What follows belongs to an exercise in optimizing a design on an open flow for small area, a short achievable clock period and few clock cycles per item; a production flow would make more cautious choices.
Only simulation tests tie the RTL to the original design; equivalence was not proved.
Power is estimated from default activity; no workload was simulated.

==> flow/run.sh <==
#!/bin/bash
# synth_recipe.tcl (not shown) runs the flow's synth.tcl, then flattens the netlist and writes it again
# the make line also repeats each setting of config.mk as NAME=value (left out here)
make -C /OpenROAD-flow-scripts/flow DESIGN_CONFIG=/design/flow/config.mk WORK_HOME=/design/flow/orfs CLKGATE_MAP_FILE= SYNTH_SCRIPT=/design/flow/synth_recipe.tcl finish
==> flow/config.mk <==
export PLATFORM = sky130hd
export DESIGN_NAME = ahb_ml_mac_acc
export DESIGN_NICKNAME = ahb_ml_mac_acc
export VERILOG_FILES = /design/flow/design.v
export SDC_FILE = /design/flow/constraint.sdc
export NUM_CORES = 4
export LEC_CHECK = 0
export CAP_MARGIN = 20
export CORE_MARGIN = 2
export CORE_UTILIZATION = 40
export SLEW_MARGIN = 20
==> flow/constraint.sdc <==
create_clock -name core_clock -period 11.0 [get_ports {HCLK}]
set_input_delay 2.2000 -clock core_clock [delete_from_list [all_inputs] [get_ports {HCLK}]]
set_output_delay 2.2000 -clock core_clock [all_outputs]
set_load 0.01 [all_outputs]
==> flow/design.v <==
module ahb_ml_mac_acc #(
  parameter int DATA_W  = 16,
  parameter int VEC_LEN = 8,
  parameter int ACC_W   = 40
) (
  input  logic        HCLK,
  input  logic        HRESETn,
  input  logic        HSEL,
  input  logic        HREADY,
  input  logic [1:0]  HTRANS,
  input  logic [2:0]  HSIZE,
  input  logic        HWRITE,
  input  logic [31:0] HADDR,
  input  logic [31:0] HWDATA,
  output logic        HREADYOUT,
  output logic [1:0]  HRESP,
  output logic [31:0] HRDATA,
  output logic        IRQ
);
  localparam int SW = 35;    
  logic       sel;
  logic       a_ctrl_n, a_len_n, a_lo_n, a_hi_n, a_x_n, a_w_n;
  logic       t_ctrl, t_len, t_lo, t_hi, t_x, t_w, wr_q;
  logic [2:0] j_q;
  assign sel      = HSEL & HREADY & HTRANS[1];
  assign a_ctrl_n = sel & (HADDR[7:0] == 8'h00);
  assign a_len_n  = sel & (HADDR[7:0] == 8'h04);
  assign a_lo_n   = sel & (HADDR[7:0] == 8'h08);
  assign a_hi_n   = sel & (HADDR[7:0] == 8'h0C);
  assign a_x_n    = sel & (HADDR[7:5] == 3'b010) & (HADDR[1:0] == 2'b00);
  assign a_w_n    = sel & (HADDR[7:5] == 3'b100) & (HADDR[1:0] == 2'b00);
  always_ff @(posedge HCLK or negedge HRESETn) begin
    if (!HRESETn) begin
      t_ctrl <= 1'b0;
      t_len  <= 1'b0;
      t_lo   <= 1'b0;
      t_hi   <= 1'b0;
      t_x    <= 1'b0;
      t_w    <= 1'b0;
      wr_q   <= 1'b0;
      j_q    <= '0;
    end else begin
      t_ctrl <= a_ctrl_n;
      t_len  <= a_len_n;
      t_lo   <= a_lo_n;
      t_hi   <= a_hi_n;
      t_x    <= a_x_n;
      t_w    <= a_w_n;
      wr_q   <= HWRITE;
      j_q    <= HADDR[4:2];
    end
  end
  logic signed [DATA_W-1:0] x_q [VEC_LEN];
  logic signed [DATA_W-1:0] w_q [VEC_LEN];
  logic [3:0]  len_q;
  logic [3:0]  eff_q;
  logic        ie_q, done_q, busy_q, cap_q, restart_q;
  logic        hold_a, hold_b;
  logic [2:0]  kx_q, kw_q;
  logic [SW-1:0] s_q;
  logic [SW-1:0] r_q;
  logic        ctrl_we, clear_go, start_go, caught_up;
  logic        wx, ww, wop, len_we, restart;
  logic [3:0]  len_wr;
  assign ctrl_we   = wr_q & t_ctrl;
  assign clear_go  = ctrl_we & HWDATA[1];
  assign start_go  = ctrl_we & HWDATA[0] & ~HWDATA[1] & ~busy_q;
  assign caught_up = (eff_q == len_q) & ~restart_q;
  assign wx     = wr_q & t_x & ~busy_q;
  assign ww     = wr_q & t_w & ~busy_q;
  assign wop    = wx | ww;
  assign len_we = wr_q & t_len & ~busy_q;
  assign len_wr = (HWDATA > 32'd8) ? 4'd8 : HWDATA[3:0];
  always_ff @(posedge HCLK or negedge HRESETn) begin
    if (!HRESETn) begin
      for (int i = 0; i < VEC_LEN; i++) begin
        x_q[i] <= '0;
        w_q[i] <= '0;
      end
      len_q <= '0;
      ie_q  <= 1'b0;
    end else begin
      for (int i = 0; i < VEC_LEN; i++) begin
        if (wx & (j_q == 3'(i)))
          x_q[i] <= HWDATA[DATA_W-1:0];
        if (ww & (j_q == 3'(i)))
          w_q[i] <= HWDATA[DATA_W-1:0];
      end
      if (len_we)
        len_q <= len_wr;
      if (ctrl_we)
        ie_q <= HWDATA[2];
    end
  end
  logic [DATA_W-1:0] xk, wk;
  logic [3:0]  e;
  logic        step_full, take_a, take_b, step;
  logic [DATA_W-1:0] a_in, b_in;
  assign xk = x_q[kx_q];
  assign wk = w_q[kw_q];
  assign restart   = (wop & ({1'b0, j_q} < eff_q)) | restart_q;
  assign e         = restart ? 4'd0 : eff_q;
  assign step_full = ~busy_q & ~len_we & (e < len_q) &
                     (kx_q == e[2:0]) & (kw_q == e[2:0]);
  assign take_a    = busy_q & ~hold_a & (eff_q < len_q) & (kx_q == eff_q[2:0]);
  assign take_b    = busy_q & ~hold_b & (eff_q < len_q) & (kw_q == eff_q[2:0]);
  assign step      = step_full | ((hold_a | take_a) & (hold_b | take_b));
  assign a_in = wop ? HWDATA[DATA_W-1:0] : xk;
  assign b_in = ww ? xk : wk;
  logic [DATA_W-1:0] a1_q, b1_q;
  logic              v1_q;
  logic [SW-1:0]     ms, mc, ps_q, pc_q;
  logic [SW-1:0]     s_next;
  logic [3:0]        eff_next;
  assign eff_next = e + {3'd0, step};
  mac_booth_csa u_mul (.a(a1_q), .b(b1_q), .s(ms), .c(mc));
  always_ff @(posedge HCLK) begin
    if (step_full | take_a)
      a1_q <= a_in;
    if (step_full | take_b)
      b1_q <= b_in;
  end
  assign s_next = s_q + ps_q + pc_q;
  always_ff @(posedge HCLK or negedge HRESETn) begin
    if (!HRESETn) begin
      v1_q      <= 1'b0;
      ps_q      <= '0;
      pc_q      <= '0;
      s_q       <= '0;
      eff_q     <= '0;
      restart_q <= 1'b0;
      hold_a    <= 1'b0;
      hold_b    <= 1'b0;
    end else begin
      v1_q      <= step;
      ps_q      <= (v1_q & ~restart) ? ms : '0;
      pc_q      <= (v1_q & ~restart) ? mc : '0;
      s_q       <= restart ? '0 : s_next;
      eff_q     <= eff_next;
      restart_q <= len_we & (len_wr < eff_next);
      if (step | ~busy_q) begin
        hold_a <= 1'b0;
        hold_b <= 1'b0;
      end else begin
        hold_a <= hold_a | take_a;
        hold_b <= hold_b | take_b;
      end
    end
  end
  logic busy_next;
  assign busy_next = ~clear_go & (start_go | busy_q) & ~caught_up;
  always_ff @(posedge HCLK or negedge HRESETn) begin
    if (!HRESETn) begin
      busy_q <= 1'b0;
      done_q <= 1'b0;
      cap_q  <= 1'b0;
      r_q    <= '0;
      kx_q   <= '0;
      kw_q   <= '0;
    end else begin
      busy_q <= busy_next;
      cap_q  <= ~clear_go & (start_go | busy_q) & caught_up;
      if (clear_go)
        done_q <= 1'b0;
      else if (start_go | busy_q)
        done_q <= caught_up;
      if (clear_go)
        r_q <= '0;
      else if (cap_q)
        r_q <= s_next;
      kx_q <= (a_x_n | (a_w_n & ~busy_q)) ? HADDR[4:2] : eff_next[2:0];
      kw_q <= (a_w_n | (a_x_n & ~busy_q)) ? HADDR[4:2] : eff_next[2:0];
    end
  end
  assign HRDATA = ({32{t_ctrl}} & {28'd0, 1'b0, ie_q, done_q, busy_q}) |
                  ({32{t_len}}  & {28'd0, len_q}) |
                  ({32{t_lo}}   & r_q[31:0]) |
                  ({32{t_hi}}   & {{29{r_q[SW-1]}}, r_q[SW-1:32]}) |
                  ({32{t_x}}    & {{16{xk[DATA_W-1]}}, xk}) |
                  ({32{t_w}}    & {{16{wk[DATA_W-1]}}, wk});
  assign HREADYOUT = 1'b1;
  assign HRESP     = 2'b00;
  assign IRQ       = done_q & ie_q;
  logic unused_ok;
  assign unused_ok = ^{HSIZE, HTRANS[0], HADDR[31:8]};
endmodule
module mac_booth_csa (
  input  logic [15:0] a,
  input  logic [15:0] b,
  output logic [34:0] s,
  output logic [34:0] c
);
  logic [7:0] neg, one, two;
  logic pp0_0;
  logic pp0_1;
  logic pp0_2;
  logic pp0_3;
  logic pp0_4;
  logic pp0_5;
  logic pp0_6;
  logic pp0_7;
  logic pp0_8;
  logic pp0_9;
  logic pp0_10;
  logic pp0_11;
  logic pp0_12;
  logic pp0_13;
  logic pp0_14;
  logic pp0_15;
  logic pp0_16;
  logic pp0_17;
  logic pp0_17n;
  logic pp1_0;
  logic pp1_1;
  logic pp1_2;
  logic pp1_3;
  logic pp1_4;
  logic pp1_5;
  logic pp1_6;
  logic pp1_7;
  logic pp1_8;
  logic pp1_9;
  logic pp1_10;
  logic pp1_11;
  logic pp1_12;
  logic pp1_13;
  logic pp1_14;
  logic pp1_15;
  logic pp1_16;
  logic pp1_17;
  logic pp1_17n;
  logic pp2_0;
  logic pp2_1;
  logic pp2_2;
  logic pp2_3;
  logic pp2_4;
  logic pp2_5;
  logic pp2_6;
  logic pp2_7;
  logic pp2_8;
  logic pp2_9;
  logic pp2_10;
  logic pp2_11;
  logic pp2_12;
  logic pp2_13;
  logic pp2_14;
  logic pp2_15;
  logic pp2_16;
  logic pp2_17;
  logic pp2_17n;
  logic pp3_0;
  logic pp3_1;
  logic pp3_2;
  logic pp3_3;
  logic pp3_4;
  logic pp3_5;
  logic pp3_6;
  logic pp3_7;
  logic pp3_8;
  logic pp3_9;
  logic pp3_10;
  logic pp3_11;
  logic pp3_12;
  logic pp3_13;
  logic pp3_14;
  logic pp3_15;
  logic pp3_16;
  logic pp3_17;
  logic pp3_17n;
  logic pp4_0;
  logic pp4_1;
  logic pp4_2;
  logic pp4_3;
  logic pp4_4;
  logic pp4_5;
  logic pp4_6;
  logic pp4_7;
  logic pp4_8;
  logic pp4_9;
  logic pp4_10;
  logic pp4_11;
  logic pp4_12;
  logic pp4_13;
  logic pp4_14;
  logic pp4_15;
  logic pp4_16;
  logic pp4_17;
  logic pp4_17n;
  logic pp5_0;
  logic pp5_1;
  logic pp5_2;
  logic pp5_3;
  logic pp5_4;
  logic pp5_5;
  logic pp5_6;
  logic pp5_7;
  logic pp5_8;
  logic pp5_9;
  logic pp5_10;
  logic pp5_11;
  logic pp5_12;
  logic pp5_13;
  logic pp5_14;
  logic pp5_15;
  logic pp5_16;
  logic pp5_17;
  logic pp5_17n;
  logic pp6_0;
  logic pp6_1;
  logic pp6_2;
  logic pp6_3;
  logic pp6_4;
  logic pp6_5;
  logic pp6_6;
  logic pp6_7;
  logic pp6_8;
  logic pp6_9;
  logic pp6_10;
  logic pp6_11;
  logic pp6_12;
  logic pp6_13;
  logic pp6_14;
  logic pp6_15;
  logic pp6_16;
  logic pp6_17;
  logic pp6_17n;
  logic pp7_0;
  logic pp7_1;
  logic pp7_2;
  logic pp7_3;
  logic pp7_4;
  logic pp7_5;
  logic pp7_6;
  logic pp7_7;
  logic pp7_8;
  logic pp7_9;
  logic pp7_10;
  logic pp7_11;
  logic pp7_12;
  logic pp7_13;
  logic pp7_14;
  logic pp7_15;
  logic pp7_16;
  logic pp7_17;
  logic pp7_17n;
  logic s1;
  logic c2;
  logic s3;
  logic c4;
  logic s5;
  logic c6;
  logic s7;
  logic c8;
  logic s9;
  logic c10;
  logic s11;
  logic c12;
  logic s13;
  logic c14;
  logic s15;
  logic c16;
  logic s17;
  logic c18;
  logic s19;
  logic c20;
  logic s21;
  logic c22;
  logic s23;
  logic c24;
  logic s25;
  logic c26;
  logic s27;
  logic c28;
  logic s29;
  logic c30;
  logic s31;
  logic c32;
  logic s33;
  logic c34;
  logic s35;
  logic c36;
  logic s37;
  logic c38;
  logic s39;
  logic c40;
  logic s41;
  logic c42;
  logic s43;
  logic c44;
  logic s45;
  logic c46;
  logic s47;
  logic c48;
  logic s49;
  logic c50;
  logic s51;
  logic c52;
  logic s53;
  logic c54;
  logic s55;
  logic c56;
  logic s57;
  logic c58;
  logic s59;
  logic c60;
  logic s61;
  logic c62;
  logic s63;
  logic c64;
  logic s65;
  logic c66;
  logic s67;
  logic c68;
  logic s69;
  logic c70;
  logic s71;
  logic c72;
  logic s73;
  logic c74;
  logic s75;
  logic c76;
  logic s77;
  logic c78;
  logic s79;
  logic c80;
  logic s81;
  logic c82;
  logic s83;
  logic c84;
  logic s85;
  logic c86;
  logic s87;
  logic c88;
  logic s89;
  logic c90;
  logic s91;
  logic c92;
  logic s93;
  logic c94;
  logic s95;
  logic c96;
  logic s97;
  logic c98;
  logic s99;
  logic c100;
  logic s101;
  logic c102;
  logic s103;
  logic c104;
  logic s105;
  logic c106;
  logic s107;
  logic c108;
  logic s109;
  logic c110;
  logic s111;
  logic c112;
  logic s113;
  logic c114;
  logic s115;
  logic c116;
  logic s117;
  logic c118;
  logic s119;
  logic c120;
  logic s121;
  logic c122;
  logic s123;
  logic c124;
  logic s125;
  logic c126;
  logic s127;
  logic c128;
  logic s129;
  logic c130;
  logic s131;
  logic c132;
  logic s133;
  logic c134;
  logic s135;
  logic c136;
  logic s137;
  logic c138;
  logic s139;
  logic c140;
  logic s141;
  logic c142;
  logic s143;
  logic c144;
  logic s145;
  logic c146;
  logic s147;
  logic c148;
  logic s149;
  logic c150;
  logic s151;
  logic c152;
  logic s153;
  logic c154;
  logic s155;
  logic c156;
  logic s157;
  logic c158;
  logic s159;
  logic c160;
  logic s161;
  logic c162;
  logic s163;
  logic c164;
  logic s165;
  logic c166;
  logic s167;
  logic c168;
  logic s169;
  logic c170;
  logic s171;
  logic c172;
  logic s173;
  logic c174;
  logic s175;
  logic c176;
  logic s177;
  logic c178;
  logic s179;
  logic c180;
  logic s181;
  logic c182;
  logic s183;
  logic c184;
  logic s185;
  logic c186;
  logic s187;
  logic c188;
  logic s189;
  logic c190;
  logic s191;
  logic c192;
  logic s193;
  logic c194;
  logic s195;
  logic c196;
  logic s197;
  logic c198;
  logic s199;
  logic c200;
  logic s201;
  logic c202;
  logic s203;
  logic c204;
  logic s205;
  logic c206;
  logic s207;
  logic c208;
  logic s209;
  logic c210;
  logic s211;
  logic c212;
  logic s213;
  logic c214;
  logic s215;
  logic c216;
  logic s217;
  logic c218;
  logic s219;
  logic c220;
  logic s221;
  logic c222;
  logic s223;
  logic c224;
  logic s225;
  logic c226;
  logic s227;
  logic c228;
  logic s229;
  logic c230;
  logic s231;
  logic c232;
  logic s233;
  logic c234;
  logic s235;
  logic c236;
  logic s237;
  logic c238;
  assign neg[0] = b[1];
  assign one[0] = b[0] ^ 1'b0;
  assign two[0] = (b[1] & ~b[0] & ~1'b0) | (~b[1] & b[0] & 1'b0);
  assign neg[1] = b[3];
  assign one[1] = b[2] ^ b[1];
  assign two[1] = (b[3] & ~b[2] & ~b[1]) | (~b[3] & b[2] & b[1]);
  assign neg[2] = b[5];
  assign one[2] = b[4] ^ b[3];
  assign two[2] = (b[5] & ~b[4] & ~b[3]) | (~b[5] & b[4] & b[3]);
  assign neg[3] = b[7];
  assign one[3] = b[6] ^ b[5];
  assign two[3] = (b[7] & ~b[6] & ~b[5]) | (~b[7] & b[6] & b[5]);
  assign neg[4] = b[9];
  assign one[4] = b[8] ^ b[7];
  assign two[4] = (b[9] & ~b[8] & ~b[7]) | (~b[9] & b[8] & b[7]);
  assign neg[5] = b[11];
  assign one[5] = b[10] ^ b[9];
  assign two[5] = (b[11] & ~b[10] & ~b[9]) | (~b[11] & b[10] & b[9]);
  assign neg[6] = b[13];
  assign one[6] = b[12] ^ b[11];
  assign two[6] = (b[13] & ~b[12] & ~b[11]) | (~b[13] & b[12] & b[11]);
  assign neg[7] = b[15];
  assign one[7] = b[14] ^ b[13];
  assign two[7] = (b[15] & ~b[14] & ~b[13]) | (~b[15] & b[14] & b[13]);
  assign pp0_0 = ((one[0] & a[0]) | (two[0] & 1'b0)) ^ neg[0];
  assign pp0_1 = ((one[0] & a[1]) | (two[0] & a[0])) ^ neg[0];
  assign pp0_2 = ((one[0] & a[2]) | (two[0] & a[1])) ^ neg[0];
  assign pp0_3 = ((one[0] & a[3]) | (two[0] & a[2])) ^ neg[0];
  assign pp0_4 = ((one[0] & a[4]) | (two[0] & a[3])) ^ neg[0];
  assign pp0_5 = ((one[0] & a[5]) | (two[0] & a[4])) ^ neg[0];
  assign pp0_6 = ((one[0] & a[6]) | (two[0] & a[5])) ^ neg[0];
  assign pp0_7 = ((one[0] & a[7]) | (two[0] & a[6])) ^ neg[0];
  assign pp0_8 = ((one[0] & a[8]) | (two[0] & a[7])) ^ neg[0];
  assign pp0_9 = ((one[0] & a[9]) | (two[0] & a[8])) ^ neg[0];
  assign pp0_10 = ((one[0] & a[10]) | (two[0] & a[9])) ^ neg[0];
  assign pp0_11 = ((one[0] & a[11]) | (two[0] & a[10])) ^ neg[0];
  assign pp0_12 = ((one[0] & a[12]) | (two[0] & a[11])) ^ neg[0];
  assign pp0_13 = ((one[0] & a[13]) | (two[0] & a[12])) ^ neg[0];
  assign pp0_14 = ((one[0] & a[14]) | (two[0] & a[13])) ^ neg[0];
  assign pp0_15 = ((one[0] & a[15]) | (two[0] & a[14])) ^ neg[0];
  assign pp0_16 = ((one[0] & a[15]) | (two[0] & a[15])) ^ neg[0];
  assign pp0_17 = ((one[0] & a[15]) | (two[0] & a[15])) ^ neg[0];
  assign pp0_17n = ~pp0_17;
  assign pp1_0 = ((one[1] & a[0]) | (two[1] & 1'b0)) ^ neg[1];
  assign pp1_1 = ((one[1] & a[1]) | (two[1] & a[0])) ^ neg[1];
  assign pp1_2 = ((one[1] & a[2]) | (two[1] & a[1])) ^ neg[1];
  assign pp1_3 = ((one[1] & a[3]) | (two[1] & a[2])) ^ neg[1];
  assign pp1_4 = ((one[1] & a[4]) | (two[1] & a[3])) ^ neg[1];
  assign pp1_5 = ((one[1] & a[5]) | (two[1] & a[4])) ^ neg[1];
  assign pp1_6 = ((one[1] & a[6]) | (two[1] & a[5])) ^ neg[1];
  assign pp1_7 = ((one[1] & a[7]) | (two[1] & a[6])) ^ neg[1];
  assign pp1_8 = ((one[1] & a[8]) | (two[1] & a[7])) ^ neg[1];
  assign pp1_9 = ((one[1] & a[9]) | (two[1] & a[8])) ^ neg[1];
  assign pp1_10 = ((one[1] & a[10]) | (two[1] & a[9])) ^ neg[1];
  assign pp1_11 = ((one[1] & a[11]) | (two[1] & a[10])) ^ neg[1];
  assign pp1_12 = ((one[1] & a[12]) | (two[1] & a[11])) ^ neg[1];
  assign pp1_13 = ((one[1] & a[13]) | (two[1] & a[12])) ^ neg[1];
  assign pp1_14 = ((one[1] & a[14]) | (two[1] & a[13])) ^ neg[1];
  assign pp1_15 = ((one[1] & a[15]) | (two[1] & a[14])) ^ neg[1];
  assign pp1_16 = ((one[1] & a[15]) | (two[1] & a[15])) ^ neg[1];
  assign pp1_17 = ((one[1] & a[15]) | (two[1] & a[15])) ^ neg[1];
  assign pp1_17n = ~pp1_17;
  assign pp2_0 = ((one[2] & a[0]) | (two[2] & 1'b0)) ^ neg[2];
  assign pp2_1 = ((one[2] & a[1]) | (two[2] & a[0])) ^ neg[2];
  assign pp2_2 = ((one[2] & a[2]) | (two[2] & a[1])) ^ neg[2];
  assign pp2_3 = ((one[2] & a[3]) | (two[2] & a[2])) ^ neg[2];
  assign pp2_4 = ((one[2] & a[4]) | (two[2] & a[3])) ^ neg[2];
  assign pp2_5 = ((one[2] & a[5]) | (two[2] & a[4])) ^ neg[2];
  assign pp2_6 = ((one[2] & a[6]) | (two[2] & a[5])) ^ neg[2];
  assign pp2_7 = ((one[2] & a[7]) | (two[2] & a[6])) ^ neg[2];
  assign pp2_8 = ((one[2] & a[8]) | (two[2] & a[7])) ^ neg[2];
  assign pp2_9 = ((one[2] & a[9]) | (two[2] & a[8])) ^ neg[2];
  assign pp2_10 = ((one[2] & a[10]) | (two[2] & a[9])) ^ neg[2];
  assign pp2_11 = ((one[2] & a[11]) | (two[2] & a[10])) ^ neg[2];
  assign pp2_12 = ((one[2] & a[12]) | (two[2] & a[11])) ^ neg[2];
  assign pp2_13 = ((one[2] & a[13]) | (two[2] & a[12])) ^ neg[2];
  assign pp2_14 = ((one[2] & a[14]) | (two[2] & a[13])) ^ neg[2];
  assign pp2_15 = ((one[2] & a[15]) | (two[2] & a[14])) ^ neg[2];
  assign pp2_16 = ((one[2] & a[15]) | (two[2] & a[15])) ^ neg[2];
  assign pp2_17 = ((one[2] & a[15]) | (two[2] & a[15])) ^ neg[2];
  assign pp2_17n = ~pp2_17;
  assign pp3_0 = ((one[3] & a[0]) | (two[3] & 1'b0)) ^ neg[3];
  assign pp3_1 = ((one[3] & a[1]) | (two[3] & a[0])) ^ neg[3];
  assign pp3_2 = ((one[3] & a[2]) | (two[3] & a[1])) ^ neg[3];
  assign pp3_3 = ((one[3] & a[3]) | (two[3] & a[2])) ^ neg[3];
  assign pp3_4 = ((one[3] & a[4]) | (two[3] & a[3])) ^ neg[3];
  assign pp3_5 = ((one[3] & a[5]) | (two[3] & a[4])) ^ neg[3];
  assign pp3_6 = ((one[3] & a[6]) | (two[3] & a[5])) ^ neg[3];
  assign pp3_7 = ((one[3] & a[7]) | (two[3] & a[6])) ^ neg[3];
  assign pp3_8 = ((one[3] & a[8]) | (two[3] & a[7])) ^ neg[3];
  assign pp3_9 = ((one[3] & a[9]) | (two[3] & a[8])) ^ neg[3];
  assign pp3_10 = ((one[3] & a[10]) | (two[3] & a[9])) ^ neg[3];
  assign pp3_11 = ((one[3] & a[11]) | (two[3] & a[10])) ^ neg[3];
  assign pp3_12 = ((one[3] & a[12]) | (two[3] & a[11])) ^ neg[3];
  assign pp3_13 = ((one[3] & a[13]) | (two[3] & a[12])) ^ neg[3];
  assign pp3_14 = ((one[3] & a[14]) | (two[3] & a[13])) ^ neg[3];
  assign pp3_15 = ((one[3] & a[15]) | (two[3] & a[14])) ^ neg[3];
  assign pp3_16 = ((one[3] & a[15]) | (two[3] & a[15])) ^ neg[3];
  assign pp3_17 = ((one[3] & a[15]) | (two[3] & a[15])) ^ neg[3];
  assign pp3_17n = ~pp3_17;
  assign pp4_0 = ((one[4] & a[0]) | (two[4] & 1'b0)) ^ neg[4];
  assign pp4_1 = ((one[4] & a[1]) | (two[4] & a[0])) ^ neg[4];
  assign pp4_2 = ((one[4] & a[2]) | (two[4] & a[1])) ^ neg[4];
  assign pp4_3 = ((one[4] & a[3]) | (two[4] & a[2])) ^ neg[4];
  assign pp4_4 = ((one[4] & a[4]) | (two[4] & a[3])) ^ neg[4];
  assign pp4_5 = ((one[4] & a[5]) | (two[4] & a[4])) ^ neg[4];
  assign pp4_6 = ((one[4] & a[6]) | (two[4] & a[5])) ^ neg[4];
  assign pp4_7 = ((one[4] & a[7]) | (two[4] & a[6])) ^ neg[4];
  assign pp4_8 = ((one[4] & a[8]) | (two[4] & a[7])) ^ neg[4];
  assign pp4_9 = ((one[4] & a[9]) | (two[4] & a[8])) ^ neg[4];
  assign pp4_10 = ((one[4] & a[10]) | (two[4] & a[9])) ^ neg[4];
  assign pp4_11 = ((one[4] & a[11]) | (two[4] & a[10])) ^ neg[4];
  assign pp4_12 = ((one[4] & a[12]) | (two[4] & a[11])) ^ neg[4];
  assign pp4_13 = ((one[4] & a[13]) | (two[4] & a[12])) ^ neg[4];
  assign pp4_14 = ((one[4] & a[14]) | (two[4] & a[13])) ^ neg[4];
  assign pp4_15 = ((one[4] & a[15]) | (two[4] & a[14])) ^ neg[4];
  assign pp4_16 = ((one[4] & a[15]) | (two[4] & a[15])) ^ neg[4];
  assign pp4_17 = ((one[4] & a[15]) | (two[4] & a[15])) ^ neg[4];
  assign pp4_17n = ~pp4_17;
  assign pp5_0 = ((one[5] & a[0]) | (two[5] & 1'b0)) ^ neg[5];
  assign pp5_1 = ((one[5] & a[1]) | (two[5] & a[0])) ^ neg[5];
  assign pp5_2 = ((one[5] & a[2]) | (two[5] & a[1])) ^ neg[5];
  assign pp5_3 = ((one[5] & a[3]) | (two[5] & a[2])) ^ neg[5];
  assign pp5_4 = ((one[5] & a[4]) | (two[5] & a[3])) ^ neg[5];
  assign pp5_5 = ((one[5] & a[5]) | (two[5] & a[4])) ^ neg[5];
  assign pp5_6 = ((one[5] & a[6]) | (two[5] & a[5])) ^ neg[5];
  assign pp5_7 = ((one[5] & a[7]) | (two[5] & a[6])) ^ neg[5];
  assign pp5_8 = ((one[5] & a[8]) | (two[5] & a[7])) ^ neg[5];
  assign pp5_9 = ((one[5] & a[9]) | (two[5] & a[8])) ^ neg[5];
  assign pp5_10 = ((one[5] & a[10]) | (two[5] & a[9])) ^ neg[5];
  assign pp5_11 = ((one[5] & a[11]) | (two[5] & a[10])) ^ neg[5];
  assign pp5_12 = ((one[5] & a[12]) | (two[5] & a[11])) ^ neg[5];
  assign pp5_13 = ((one[5] & a[13]) | (two[5] & a[12])) ^ neg[5];
  assign pp5_14 = ((one[5] & a[14]) | (two[5] & a[13])) ^ neg[5];
  assign pp5_15 = ((one[5] & a[15]) | (two[5] & a[14])) ^ neg[5];
  assign pp5_16 = ((one[5] & a[15]) | (two[5] & a[15])) ^ neg[5];
  assign pp5_17 = ((one[5] & a[15]) | (two[5] & a[15])) ^ neg[5];
  assign pp5_17n = ~pp5_17;
  assign pp6_0 = ((one[6] & a[0]) | (two[6] & 1'b0)) ^ neg[6];
  assign pp6_1 = ((one[6] & a[1]) | (two[6] & a[0])) ^ neg[6];
  assign pp6_2 = ((one[6] & a[2]) | (two[6] & a[1])) ^ neg[6];
  assign pp6_3 = ((one[6] & a[3]) | (two[6] & a[2])) ^ neg[6];
  assign pp6_4 = ((one[6] & a[4]) | (two[6] & a[3])) ^ neg[6];
  assign pp6_5 = ((one[6] & a[5]) | (two[6] & a[4])) ^ neg[6];
  assign pp6_6 = ((one[6] & a[6]) | (two[6] & a[5])) ^ neg[6];
  assign pp6_7 = ((one[6] & a[7]) | (two[6] & a[6])) ^ neg[6];
  assign pp6_8 = ((one[6] & a[8]) | (two[6] & a[7])) ^ neg[6];
  assign pp6_9 = ((one[6] & a[9]) | (two[6] & a[8])) ^ neg[6];
  assign pp6_10 = ((one[6] & a[10]) | (two[6] & a[9])) ^ neg[6];
  assign pp6_11 = ((one[6] & a[11]) | (two[6] & a[10])) ^ neg[6];
  assign pp6_12 = ((one[6] & a[12]) | (two[6] & a[11])) ^ neg[6];
  assign pp6_13 = ((one[6] & a[13]) | (two[6] & a[12])) ^ neg[6];
  assign pp6_14 = ((one[6] & a[14]) | (two[6] & a[13])) ^ neg[6];
  assign pp6_15 = ((one[6] & a[15]) | (two[6] & a[14])) ^ neg[6];
  assign pp6_16 = ((one[6] & a[15]) | (two[6] & a[15])) ^ neg[6];
  assign pp6_17 = ((one[6] & a[15]) | (two[6] & a[15])) ^ neg[6];
  assign pp6_17n = ~pp6_17;
  assign pp7_0 = ((one[7] & a[0]) | (two[7] & 1'b0)) ^ neg[7];
  assign pp7_1 = ((one[7] & a[1]) | (two[7] & a[0])) ^ neg[7];
  assign pp7_2 = ((one[7] & a[2]) | (two[7] & a[1])) ^ neg[7];
  assign pp7_3 = ((one[7] & a[3]) | (two[7] & a[2])) ^ neg[7];
  assign pp7_4 = ((one[7] & a[4]) | (two[7] & a[3])) ^ neg[7];
  assign pp7_5 = ((one[7] & a[5]) | (two[7] & a[4])) ^ neg[7];
  assign pp7_6 = ((one[7] & a[6]) | (two[7] & a[5])) ^ neg[7];
  assign pp7_7 = ((one[7] & a[7]) | (two[7] & a[6])) ^ neg[7];
  assign pp7_8 = ((one[7] & a[8]) | (two[7] & a[7])) ^ neg[7];
  assign pp7_9 = ((one[7] & a[9]) | (two[7] & a[8])) ^ neg[7];
  assign pp7_10 = ((one[7] & a[10]) | (two[7] & a[9])) ^ neg[7];
  assign pp7_11 = ((one[7] & a[11]) | (two[7] & a[10])) ^ neg[7];
  assign pp7_12 = ((one[7] & a[12]) | (two[7] & a[11])) ^ neg[7];
  assign pp7_13 = ((one[7] & a[13]) | (two[7] & a[12])) ^ neg[7];
  assign pp7_14 = ((one[7] & a[14]) | (two[7] & a[13])) ^ neg[7];
  assign pp7_15 = ((one[7] & a[15]) | (two[7] & a[14])) ^ neg[7];
  assign pp7_16 = ((one[7] & a[15]) | (two[7] & a[15])) ^ neg[7];
  assign pp7_17 = ((one[7] & a[15]) | (two[7] & a[15])) ^ neg[7];
  assign pp7_17n = ~pp7_17;
  assign s1 = pp0_10 ^ pp1_8;
  assign c2 = pp0_10 & pp1_8;
  assign s3 = pp0_11 ^ pp1_9;
  assign c4 = pp0_11 & pp1_9;
  assign s5 = pp0_12 ^ pp1_10 ^ pp2_8;
  assign c6 = (pp0_12 & pp1_10) | (pp0_12 & pp2_8) | (pp1_10 & pp2_8);
  assign s7 = pp3_6 ^ pp4_4;
  assign c8 = pp3_6 & pp4_4;
  assign s9 = pp0_13 ^ pp1_11 ^ pp2_9;
  assign c10 = (pp0_13 & pp1_11) | (pp0_13 & pp2_9) | (pp1_11 & pp2_9);
  assign s11 = pp3_7 ^ pp4_5;
  assign c12 = pp3_7 & pp4_5;
  assign s13 = pp0_14 ^ pp1_12 ^ pp2_10;
  assign c14 = (pp0_14 & pp1_12) | (pp0_14 & pp2_10) | (pp1_12 & pp2_10);
  assign s15 = pp3_8 ^ pp4_6 ^ pp5_4;
  assign c16 = (pp3_8 & pp4_6) | (pp3_8 & pp5_4) | (pp4_6 & pp5_4);
  assign s17 = pp6_2 ^ pp7_0;
  assign c18 = pp6_2 & pp7_0;
  assign s19 = pp0_15 ^ pp1_13 ^ pp2_11;
  assign c20 = (pp0_15 & pp1_13) | (pp0_15 & pp2_11) | (pp1_13 & pp2_11);
  assign s21 = pp3_9 ^ pp4_7 ^ pp5_5;
  assign c22 = (pp3_9 & pp4_7) | (pp3_9 & pp5_5) | (pp4_7 & pp5_5);
  assign s23 = pp6_3 ^ pp7_1;
  assign c24 = pp6_3 & pp7_1;
  assign s25 = pp0_16 ^ pp1_14 ^ pp2_12;
  assign c26 = (pp0_16 & pp1_14) | (pp0_16 & pp2_12) | (pp1_14 & pp2_12);
  assign s27 = pp3_10 ^ pp4_8 ^ pp5_6;
  assign c28 = (pp3_10 & pp4_8) | (pp3_10 & pp5_6) | (pp4_8 & pp5_6);
  assign s29 = pp6_4 ^ pp7_2;
  assign c30 = pp6_4 & pp7_2;
  assign s31 = 1'b1 ^ pp0_17n ^ pp1_15;
  assign c32 = (1'b1 & pp0_17n) | (1'b1 & pp1_15) | (pp0_17n & pp1_15);
  assign s33 = pp2_13 ^ pp3_11 ^ pp4_9;
  assign c34 = (pp2_13 & pp3_11) | (pp2_13 & pp4_9) | (pp3_11 & pp4_9);
  assign s35 = pp5_7 ^ pp6_5 ^ pp7_3;
  assign c36 = (pp5_7 & pp6_5) | (pp5_7 & pp7_3) | (pp6_5 & pp7_3);
  assign s37 = 1'b1 ^ pp1_16 ^ pp2_14;
  assign c38 = (1'b1 & pp1_16) | (1'b1 & pp2_14) | (pp1_16 & pp2_14);
  assign s39 = pp3_12 ^ pp4_10 ^ pp5_8;
  assign c40 = (pp3_12 & pp4_10) | (pp3_12 & pp5_8) | (pp4_10 & pp5_8);
  assign s41 = pp6_6 ^ pp7_4;
  assign c42 = pp6_6 & pp7_4;
  assign s43 = pp1_17n ^ pp2_15 ^ pp3_13;
  assign c44 = (pp1_17n & pp2_15) | (pp1_17n & pp3_13) | (pp2_15 & pp3_13);
  assign s45 = pp4_11 ^ pp5_9 ^ pp6_7;
  assign c46 = (pp4_11 & pp5_9) | (pp4_11 & pp6_7) | (pp5_9 & pp6_7);
  assign s47 = 1'b1 ^ pp2_16 ^ pp3_14;
  assign c48 = (1'b1 & pp2_16) | (1'b1 & pp3_14) | (pp2_16 & pp3_14);
  assign s49 = pp4_12 ^ pp5_10;
  assign c50 = pp4_12 & pp5_10;
  assign s51 = pp2_17n ^ pp3_15 ^ pp4_13;
  assign c52 = (pp2_17n & pp3_15) | (pp2_17n & pp4_13) | (pp3_15 & pp4_13);
  assign s53 = 1'b1 ^ pp3_16;
  assign c54 = 1'b1 & pp3_16;
  assign s55 = pp0_6 ^ pp1_4;
  assign c56 = pp0_6 & pp1_4;
  assign s57 = pp0_7 ^ pp1_5;
  assign c58 = pp0_7 & pp1_5;
  assign s59 = pp0_8 ^ pp1_6 ^ pp2_4;
  assign c60 = (pp0_8 & pp1_6) | (pp0_8 & pp2_4) | (pp1_6 & pp2_4);
  assign s61 = pp3_2 ^ pp4_0;
  assign c62 = pp3_2 & pp4_0;
  assign s63 = pp0_9 ^ pp1_7 ^ pp2_5;
  assign c64 = (pp0_9 & pp1_7) | (pp0_9 & pp2_5) | (pp1_7 & pp2_5);
  assign s65 = pp3_3 ^ pp4_1;
  assign c66 = pp3_3 & pp4_1;
  assign s67 = s1 ^ pp2_6 ^ pp3_4;
  assign c68 = (s1 & pp2_6) | (s1 & pp3_4) | (pp2_6 & pp3_4);
  assign s69 = pp4_2 ^ pp5_0 ^ neg[5];
  assign c70 = (pp4_2 & pp5_0) | (pp4_2 & neg[5]) | (pp5_0 & neg[5]);
  assign s71 = c2 ^ s3 ^ pp2_7;
  assign c72 = (c2 & s3) | (c2 & pp2_7) | (s3 & pp2_7);
  assign s73 = pp3_5 ^ pp4_3 ^ pp5_1;
  assign c74 = (pp3_5 & pp4_3) | (pp3_5 & pp5_1) | (pp4_3 & pp5_1);
  assign s75 = c4 ^ s5 ^ s7;
  assign c76 = (c4 & s5) | (c4 & s7) | (s5 & s7);
  assign s77 = pp5_2 ^ pp6_0 ^ neg[6];
  assign c78 = (pp5_2 & pp6_0) | (pp5_2 & neg[6]) | (pp6_0 & neg[6]);
  assign s79 = c6 ^ c8 ^ s9;
  assign c80 = (c6 & c8) | (c6 & s9) | (c8 & s9);
  assign s81 = s11 ^ pp5_3 ^ pp6_1;
  assign c82 = (s11 & pp5_3) | (s11 & pp6_1) | (pp5_3 & pp6_1);
  assign s83 = c10 ^ c12 ^ s13;
  assign c84 = (c10 & c12) | (c10 & s13) | (c12 & s13);
  assign s85 = s15 ^ s17 ^ neg[7];
  assign c86 = (s15 & s17) | (s15 & neg[7]) | (s17 & neg[7]);
  assign s87 = c14 ^ c16 ^ c18;
  assign c88 = (c14 & c16) | (c14 & c18) | (c16 & c18);
  assign s89 = s19 ^ s21 ^ s23;
  assign c90 = (s19 & s21) | (s19 & s23) | (s21 & s23);
  assign s91 = c20 ^ c22 ^ c24;
  assign c92 = (c20 & c22) | (c20 & c24) | (c22 & c24);
  assign s93 = s25 ^ s27 ^ s29;
  assign c94 = (s25 & s27) | (s25 & s29) | (s27 & s29);
  assign s95 = c26 ^ c28 ^ c30;
  assign c96 = (c26 & c28) | (c26 & c30) | (c28 & c30);
  assign s97 = s31 ^ s33 ^ s35;
  assign c98 = (s31 & s33) | (s31 & s35) | (s33 & s35);
  assign s99 = c32 ^ c34 ^ c36;
  assign c100 = (c32 & c34) | (c32 & c36) | (c34 & c36);
  assign s101 = s37 ^ s39 ^ s41;
  assign c102 = (s37 & s39) | (s37 & s41) | (s39 & s41);
  assign s103 = c38 ^ c40 ^ c42;
  assign c104 = (c38 & c40) | (c38 & c42) | (c40 & c42);
  assign s105 = s43 ^ s45 ^ pp7_5;
  assign c106 = (s43 & s45) | (s43 & pp7_5) | (s45 & pp7_5);
  assign s107 = c44 ^ c46 ^ s47;
  assign c108 = (c44 & c46) | (c44 & s47) | (c46 & s47);
  assign s109 = s49 ^ pp6_8 ^ pp7_6;
  assign c110 = (s49 & pp6_8) | (s49 & pp7_6) | (pp6_8 & pp7_6);
  assign s111 = c48 ^ c50 ^ s51;
  assign c112 = (c48 & c50) | (c48 & s51) | (c50 & s51);
  assign s113 = pp5_11 ^ pp6_9 ^ pp7_7;
  assign c114 = (pp5_11 & pp6_9) | (pp5_11 & pp7_7) | (pp6_9 & pp7_7);
  assign s115 = c52 ^ s53 ^ pp4_14;
  assign c116 = (c52 & s53) | (c52 & pp4_14) | (s53 & pp4_14);
  assign s117 = pp5_12 ^ pp6_10 ^ pp7_8;
  assign c118 = (pp5_12 & pp6_10) | (pp5_12 & pp7_8) | (pp6_10 & pp7_8);
  assign s119 = c54 ^ pp3_17n ^ pp4_15;
  assign c120 = (c54 & pp3_17n) | (c54 & pp4_15) | (pp3_17n & pp4_15);
  assign s121 = pp5_13 ^ pp6_11 ^ pp7_9;
  assign c122 = (pp5_13 & pp6_11) | (pp5_13 & pp7_9) | (pp6_11 & pp7_9);
  assign s123 = 1'b1 ^ pp4_16 ^ pp5_14;
  assign c124 = (1'b1 & pp4_16) | (1'b1 & pp5_14) | (pp4_16 & pp5_14);
  assign s125 = pp6_12 ^ pp7_10;
  assign c126 = pp6_12 & pp7_10;
  assign s127 = pp4_17n ^ pp5_15 ^ pp6_13;
  assign c128 = (pp4_17n & pp5_15) | (pp4_17n & pp6_13) | (pp5_15 & pp6_13);
  assign s129 = 1'b1 ^ pp5_16;
  assign c130 = 1'b1 & pp5_16;
  assign s131 = pp0_4 ^ pp1_2;
  assign c132 = pp0_4 & pp1_2;
  assign s133 = pp0_5 ^ pp1_3;
  assign c134 = pp0_5 & pp1_3;
  assign s135 = s55 ^ pp2_2 ^ pp3_0;
  assign c136 = (s55 & pp2_2) | (s55 & pp3_0) | (pp2_2 & pp3_0);
  assign s137 = c56 ^ s57 ^ pp2_3;
  assign c138 = (c56 & s57) | (c56 & pp2_3) | (s57 & pp2_3);
  assign s139 = c58 ^ s59 ^ s61;
  assign c140 = (c58 & s59) | (c58 & s61) | (s59 & s61);
  assign s141 = c60 ^ c62 ^ s63;
  assign c142 = (c60 & c62) | (c60 & s63) | (c62 & s63);
  assign s143 = c64 ^ c66 ^ s67;
  assign c144 = (c64 & c66) | (c64 & s67) | (c66 & s67);
  assign s145 = c68 ^ c70 ^ s71;
  assign c146 = (c68 & c70) | (c68 & s71) | (c70 & s71);
  assign s147 = c72 ^ c74 ^ s75;
  assign c148 = (c72 & c74) | (c72 & s75) | (c74 & s75);
  assign s149 = c76 ^ c78 ^ s79;
  assign c150 = (c76 & c78) | (c76 & s79) | (c78 & s79);
  assign s151 = c80 ^ c82 ^ s83;
  assign c152 = (c80 & c82) | (c80 & s83) | (c82 & s83);
  assign s153 = c84 ^ c86 ^ s87;
  assign c154 = (c84 & c86) | (c84 & s87) | (c86 & s87);
  assign s155 = c88 ^ c90 ^ s91;
  assign c156 = (c88 & c90) | (c88 & s91) | (c90 & s91);
  assign s157 = c92 ^ c94 ^ s95;
  assign c158 = (c92 & c94) | (c92 & s95) | (c94 & s95);
  assign s159 = c96 ^ c98 ^ s99;
  assign c160 = (c96 & c98) | (c96 & s99) | (c98 & s99);
  assign s161 = c100 ^ c102 ^ s103;
  assign c162 = (c100 & c102) | (c100 & s103) | (c102 & s103);
  assign s163 = c104 ^ c106 ^ s107;
  assign c164 = (c104 & c106) | (c104 & s107) | (c106 & s107);
  assign s165 = c108 ^ c110 ^ s111;
  assign c166 = (c108 & c110) | (c108 & s111) | (c110 & s111);
  assign s167 = c112 ^ c114 ^ s115;
  assign c168 = (c112 & c114) | (c112 & s115) | (c114 & s115);
  assign s169 = c116 ^ c118 ^ s119;
  assign c170 = (c116 & c118) | (c116 & s119) | (c118 & s119);
  assign s171 = c120 ^ c122 ^ s123;
  assign c172 = (c120 & c122) | (c120 & s123) | (c122 & s123);
  assign s173 = c124 ^ c126 ^ s127;
  assign c174 = (c124 & c126) | (c124 & s127) | (c126 & s127);
  assign s175 = c128 ^ s129 ^ pp6_14;
  assign c176 = (c128 & s129) | (c128 & pp6_14) | (s129 & pp6_14);
  assign s177 = c130 ^ pp5_17n ^ pp6_15;
  assign c178 = (c130 & pp5_17n) | (c130 & pp6_15) | (pp5_17n & pp6_15);
  assign s179 = 1'b1 ^ pp6_16;
  assign c180 = 1'b1 & pp6_16;
  assign s181 = pp0_2 ^ pp1_0;
  assign c182 = pp0_2 & pp1_0;
  assign s183 = pp0_3 ^ pp1_1;
  assign c184 = pp0_3 & pp1_1;
  assign s185 = s131 ^ pp2_0 ^ neg[2];
  assign c186 = (s131 & pp2_0) | (s131 & neg[2]) | (pp2_0 & neg[2]);
  assign s187 = c132 ^ s133 ^ pp2_1;
  assign c188 = (c132 & s133) | (c132 & pp2_1) | (s133 & pp2_1);
  assign s189 = c134 ^ s135 ^ neg[3];
  assign c190 = (c134 & s135) | (c134 & neg[3]) | (s135 & neg[3]);
  assign s191 = c136 ^ s137 ^ pp3_1;
  assign c192 = (c136 & s137) | (c136 & pp3_1) | (s137 & pp3_1);
  assign s193 = c138 ^ s139 ^ neg[4];
  assign c194 = (c138 & s139) | (c138 & neg[4]) | (s139 & neg[4]);
  assign s195 = c140 ^ s141 ^ s65;
  assign c196 = (c140 & s141) | (c140 & s65) | (s141 & s65);
  assign s197 = c142 ^ s143 ^ s69;
  assign c198 = (c142 & s143) | (c142 & s69) | (s143 & s69);
  assign s199 = c144 ^ s145 ^ s73;
  assign c200 = (c144 & s145) | (c144 & s73) | (s145 & s73);
  assign s201 = c146 ^ s147 ^ s77;
  assign c202 = (c146 & s147) | (c146 & s77) | (s147 & s77);
  assign s203 = c148 ^ s149 ^ s81;
  assign c204 = (c148 & s149) | (c148 & s81) | (s149 & s81);
  assign s205 = c150 ^ s151 ^ s85;
  assign c206 = (c150 & s151) | (c150 & s85) | (s151 & s85);
  assign s207 = c152 ^ s153 ^ s89;
  assign c208 = (c152 & s153) | (c152 & s89) | (s153 & s89);
  assign s209 = c154 ^ s155 ^ s93;
  assign c210 = (c154 & s155) | (c154 & s93) | (s155 & s93);
  assign s211 = c156 ^ s157 ^ s97;
  assign c212 = (c156 & s157) | (c156 & s97) | (s157 & s97);
  assign s213 = c158 ^ s159 ^ s101;
  assign c214 = (c158 & s159) | (c158 & s101) | (s159 & s101);
  assign s215 = c160 ^ s161 ^ s105;
  assign c216 = (c160 & s161) | (c160 & s105) | (s161 & s105);
  assign s217 = c162 ^ s163 ^ s109;
  assign c218 = (c162 & s163) | (c162 & s109) | (s163 & s109);
  assign s219 = c164 ^ s165 ^ s113;
  assign c220 = (c164 & s165) | (c164 & s113) | (s165 & s113);
  assign s221 = c166 ^ s167 ^ s117;
  assign c222 = (c166 & s167) | (c166 & s117) | (s167 & s117);
  assign s223 = c168 ^ s169 ^ s121;
  assign c224 = (c168 & s169) | (c168 & s121) | (s169 & s121);
  assign s225 = c170 ^ s171 ^ s125;
  assign c226 = (c170 & s171) | (c170 & s125) | (s171 & s125);
  assign s227 = c172 ^ s173 ^ pp7_11;
  assign c228 = (c172 & s173) | (c172 & pp7_11) | (s173 & pp7_11);
  assign s229 = c174 ^ s175 ^ pp7_12;
  assign c230 = (c174 & s175) | (c174 & pp7_12) | (s175 & pp7_12);
  assign s231 = c176 ^ s177 ^ pp7_13;
  assign c232 = (c176 & s177) | (c176 & pp7_13) | (s177 & pp7_13);
  assign s233 = c178 ^ s179 ^ pp7_14;
  assign c234 = (c178 & s179) | (c178 & pp7_14) | (s179 & pp7_14);
  assign s235 = c180 ^ pp6_17n ^ pp7_15;
  assign c236 = (c180 & pp6_17n) | (c180 & pp7_15) | (pp6_17n & pp7_15);
  assign s237 = 1'b1 ^ pp7_16;
  assign c238 = 1'b1 & pp7_16;
  assign s[0] = pp0_0;
  assign c[0] = neg[0];
  assign s[1] = pp0_1;
  assign c[1] = 1'b0;
  assign s[2] = s181;
  assign c[2] = neg[1];
  assign s[3] = c182;
  assign c[3] = s183;
  assign s[4] = c184;
  assign c[4] = s185;
  assign s[5] = c186;
  assign c[5] = s187;
  assign s[6] = c188;
  assign c[6] = s189;
  assign s[7] = c190;
  assign c[7] = s191;
  assign s[8] = c192;
  assign c[8] = s193;
  assign s[9] = c194;
  assign c[9] = s195;
  assign s[10] = c196;
  assign c[10] = s197;
  assign s[11] = c198;
  assign c[11] = s199;
  assign s[12] = c200;
  assign c[12] = s201;
  assign s[13] = c202;
  assign c[13] = s203;
  assign s[14] = c204;
  assign c[14] = s205;
  assign s[15] = c206;
  assign c[15] = s207;
  assign s[16] = c208;
  assign c[16] = s209;
  assign s[17] = c210;
  assign c[17] = s211;
  assign s[18] = c212;
  assign c[18] = s213;
  assign s[19] = c214;
  assign c[19] = s215;
  assign s[20] = c216;
  assign c[20] = s217;
  assign s[21] = c218;
  assign c[21] = s219;
  assign s[22] = c220;
  assign c[22] = s221;
  assign s[23] = c222;
  assign c[23] = s223;
  assign s[24] = c224;
  assign c[24] = s225;
  assign s[25] = c226;
  assign c[25] = s227;
  assign s[26] = c228;
  assign c[26] = s229;
  assign s[27] = c230;
  assign c[27] = s231;
  assign s[28] = c232;
  assign c[28] = s233;
  assign s[29] = c234;
  assign c[29] = s235;
  assign s[30] = c236;
  assign c[30] = s237;
  assign s[31] = c238;
  assign c[31] = pp7_17n;
  assign s[32] = 1'b1;
  assign c[32] = 1'b0;
  assign s[33] = 1'b1;
  assign c[33] = 1'b0;
  assign s[34] = 1'b1;
  assign c[34] = 1'b0;
endmodule
==> run notes <==
power groups by stage:
stage	clock (uW)	sequential (uW)	combinational (uW)
final	1710	2060	5040
after global routing	1810	2080	5580
after CTS	1740	2070	5070
after detailed placement	0	2100	5040
after global placement	0	2100	4990
after floorplan	0	2050	3350
worst paths after layout:
path                              end    start  cells after the start  slack [ns]
min in group asynchronous     r_q[28]  HRESETn                      1        1.59
setup / recovery            HRDATA[0]  kw_q[0]                      9        4.78
hold reg to reg               r_q[28]  r_q[28]                      2        0.48
max in group asynchronous  x_q[2][13]  HRESETn                      3        7.87
hold / removal                r_q[28]  r_q[28]                      2        0.48
setup reg to reg            restart_q     wr_q                     20        5.68
layout make-up:
class / instances / area [um^2] / share of cell area [%]
Clock buffer: 69 / 1380 / 4.29
Clock inverter: 19 / 300 / 0.933
Inverter: 153 / 574 / 1.79
Multi-Input combinational cell: 2127 / 15900 / 49.5
Sequential cell: 453 / 11500 / 35.7
Tap cell: 950 / 1190 / 3.69
Timing Repair Buffer: 138 / 1290 / 4.01
registers in the layout, indices dropped and copies added, names as in the netlist, 3 cells and up:
name / flops
kx_q: 3
a1_q: 16
r_q: 35
s_q: 35
ps_q: 33
len_q: 4
eff_q: 4
x_q: 128
w_q: 128
j_q: 3
kw_q: 3
b1_q: 16
pc_q: 30
metal layers:
metal	up-vias	global-route usage, %	share of wire (%)
li1	10337	-	-
met1	11331	29.5	44
met2	754	35.0	47
met3	144	2.59	5.2
met4	0	7.79	3.3
met5	-	0	0
synth_stat cells, types with 32 or more instances:
library cell / n / area (um^2)
and2_1: 35 / 219
nand3_1: 38 / 190
a22oi_1: 78 / 586
inv_1: 152 / 571
dfrtp_1: 421 / 10500
clkbuf_1: 199 / 747
fa_1: 119 / 2380
nor2_1: 266 / 998
mux2_2: 275 / 3100
o21ai_0: 189 / 946
o22ai_1: 77 / 482
edfxtp_1: 32 / 961
buf_2: 35 / 175
nand2_1: 313 / 1170
a21oi_1: 199 / 996
mux2i_1: 47 / 470
a221oi_1: 43 / 377
ha_1: 72 / 901
through the flow:
stage / instance area [um^2] / power (uW) / setup WS, ns
2_1_floorplan: 29000 / 5390 / 6.87
3_3_place_gp: 30400 / 7090 / 5.37
3_5_place_dp: 30400 / 7150 / 5.36
4_1_cts: 32100 / 8880 / 4.76
5_1_grt: 32200 / 9480 / 4.56
6_report: 32200 / 8810 / 4.78
worst max-delay path, delay by kind of cell, from the launching register on:
kind	cells	cell delay, ns
AND/OR/NAND/NOR	2	0.62
AO/OA/AOI/OAI	4	0.91
buffers and inverters	3	1.51
flip-flops	1	0.34
cell families after synthesis:
group | count (synthesis)
compound gates | 763
xor+xnor | 52
fa+ha+maj | 204
buf+inv | 420
flops | 453
mux | 335
other cells | 2
simple gates | 770
==> reports/metrics.yaml <==
sta:
  min_period_ns: 6.22
  max-slew-margin-rel_pct: 27.3
  fin_skew_ns: 0.0625
  tns_ns: 0
  timing.final.crit_share_pct: 56.5
  final-max-slew-violation-count: 0
  rsz0062_at_grt: "no"
  fmax_mhz: 161
  setup_viol: 0
  final_hold_viol_count: 0
  hold_ws_ns: 0.479
  worst_slew_pin_slew_ns: 1.08
clock_network:
  cts.sinks: 453
  clkLatencyLatePin_ns: 0.63
  cts-buffers-inserted: 48
  clock_path_buffers: 3
  htree_levels: 2
  hold_buffers: 0
  postCtsSetupBuffers: 0
  cts_tree: "built"
  path_clk_slew_ns: 0.06
  cts-resized-gates: 0
  root_buffer: "clkbuf_16"
cells_and_area:
  nFillCells: 6747
  nets: 3186
  post-route-util_pct: 44.9
  area_growth_syn_to_layout_pct: 10.8
  layout_commonest_cell: "dfrtp_1"
  antenna_cells: 0
  final_cell_mix: "dfrtp_1 (419), nand2_1 (312), mux2_2 (275)"
  instances_no_fill: 3909
  drive_gt1_share_pct: 15.3
critical_path:
  end_kind: "output port"
  cp_slowest_cell: "clkdlybuf4s50_1"
  arrival_ns: 4.02
  crit_chain: "buf_4 > inv_1 > nor2_1 > a22o_1 > a32oi_1 > a21oi_1 > a22oi_1 > nand3_1 > clkdlybuf4s50_1"
  critPathKind: "reg -> out"
  crit_path_max_incr_delay_ns: 0.55
  cp-start-kind: "register"
  required_ns: 8.80
  crit_fanout: 44
global_routing:
  overflow: 0
  grt_pass1_vias: 22183
  grt_usage_pct: 21.5
  grt_max_degree: 202
  grt_first_pass_wirelength_um: 127000
  grt_antenna_before_repair: 0
placement:
  dpl.hpwl_um: 55500
  port_buffers: 78
  placed_cells: 3818
  place_congestion: 0.934
routing:
  drt_wl_total_um: 81100
  via_per_inst: 5.77
  first_pass_iters: 6
  vias: 22566
  wl_per_cell_um: 20.8
  ant_nets: 0
  route.detailed.drc: 0
  initialDrtViolationCount: 1976
logic_synthesis:
  syn_inst: 2999
  synth_ff_type: "dfrtp_1"
  avgSynthCellArea_um2: 9.68
  yosys_register_bits: 453
  yosysUniqueCellTypes: 79
  synthesis.area_um2: 29000
  synth_adder_area_share_pct: 11.8
  synth_edf_count: 32
  synth-xor-area-share_pct: 1.57
  ys_warn_count: 3
  synthArstFlopShare_pct: 92.9
  synth_top_family_by_area: "compound AO/OA/AOI/OAI gates"
  yosysSeqAreaShare_pct: 39.6
  synth-simple-area-share_pct: 11.5
  synth_compound_area_share_pct: 16.6
  synth.area.mux_share_pct: 13.3
die:
  initial_utilization_pct: 40.5
  coreArea_um2: 71700
  die_x_um: 273
  die_area_um2: 74800
  row_count: 98
  io_pins: 110
  die_y_um: 273
power:
  irDropWorstVdd_mv: 0.249
  clkPwrFrac_pct: 19.4
  pwr-share-comb_pct: 57.2
  seqPwrFrac_pct: 23.4
  switching_share_pct: 45.6
  p_per_area_nw_per_um2: 274
  p_leak_uw: 0.0144
  p_int_uw: 4800
  p_switching_uw: 4010
run:
  maxCapViolations: 0
min_path:
  min_path_type: "reg -> reg"
run_status:
  outcome: "timing/DRC/antenna clean"
Testbench counts, summed over its fixed seeds: cycles 28,076, items 2,000.

[what the ideal ports hide]
The flow's constraints put no driver on any port. The routed layout listed below was extracted and timed again, unchanged, in two steps. Step 1 sets driving cells, clkbuf_16 on the clock port and buf_2 on the other inputs (assumed; they add their load-dependent delay and slew). Step 2 times the ports against the registers' clock, not the clock port: input delays grow and output delays shrink by t, the midpoint of the rising clock arrivals with the driver on. a / b / c = no drivers / after step 1 / after step 2; a / b = the first two.
shift t [ns]: 0.651
setup WS [ns]: 4.785 / 4.730 / 5.294
worst data-port slew with drivers (ns): 0.06
pins driven straight from the clock port: 1
After both steps this run still meets setup and hold. For this run, drivers alone change the setup slack by -0.055 ns; drivers and shift together by +0.509 ns.
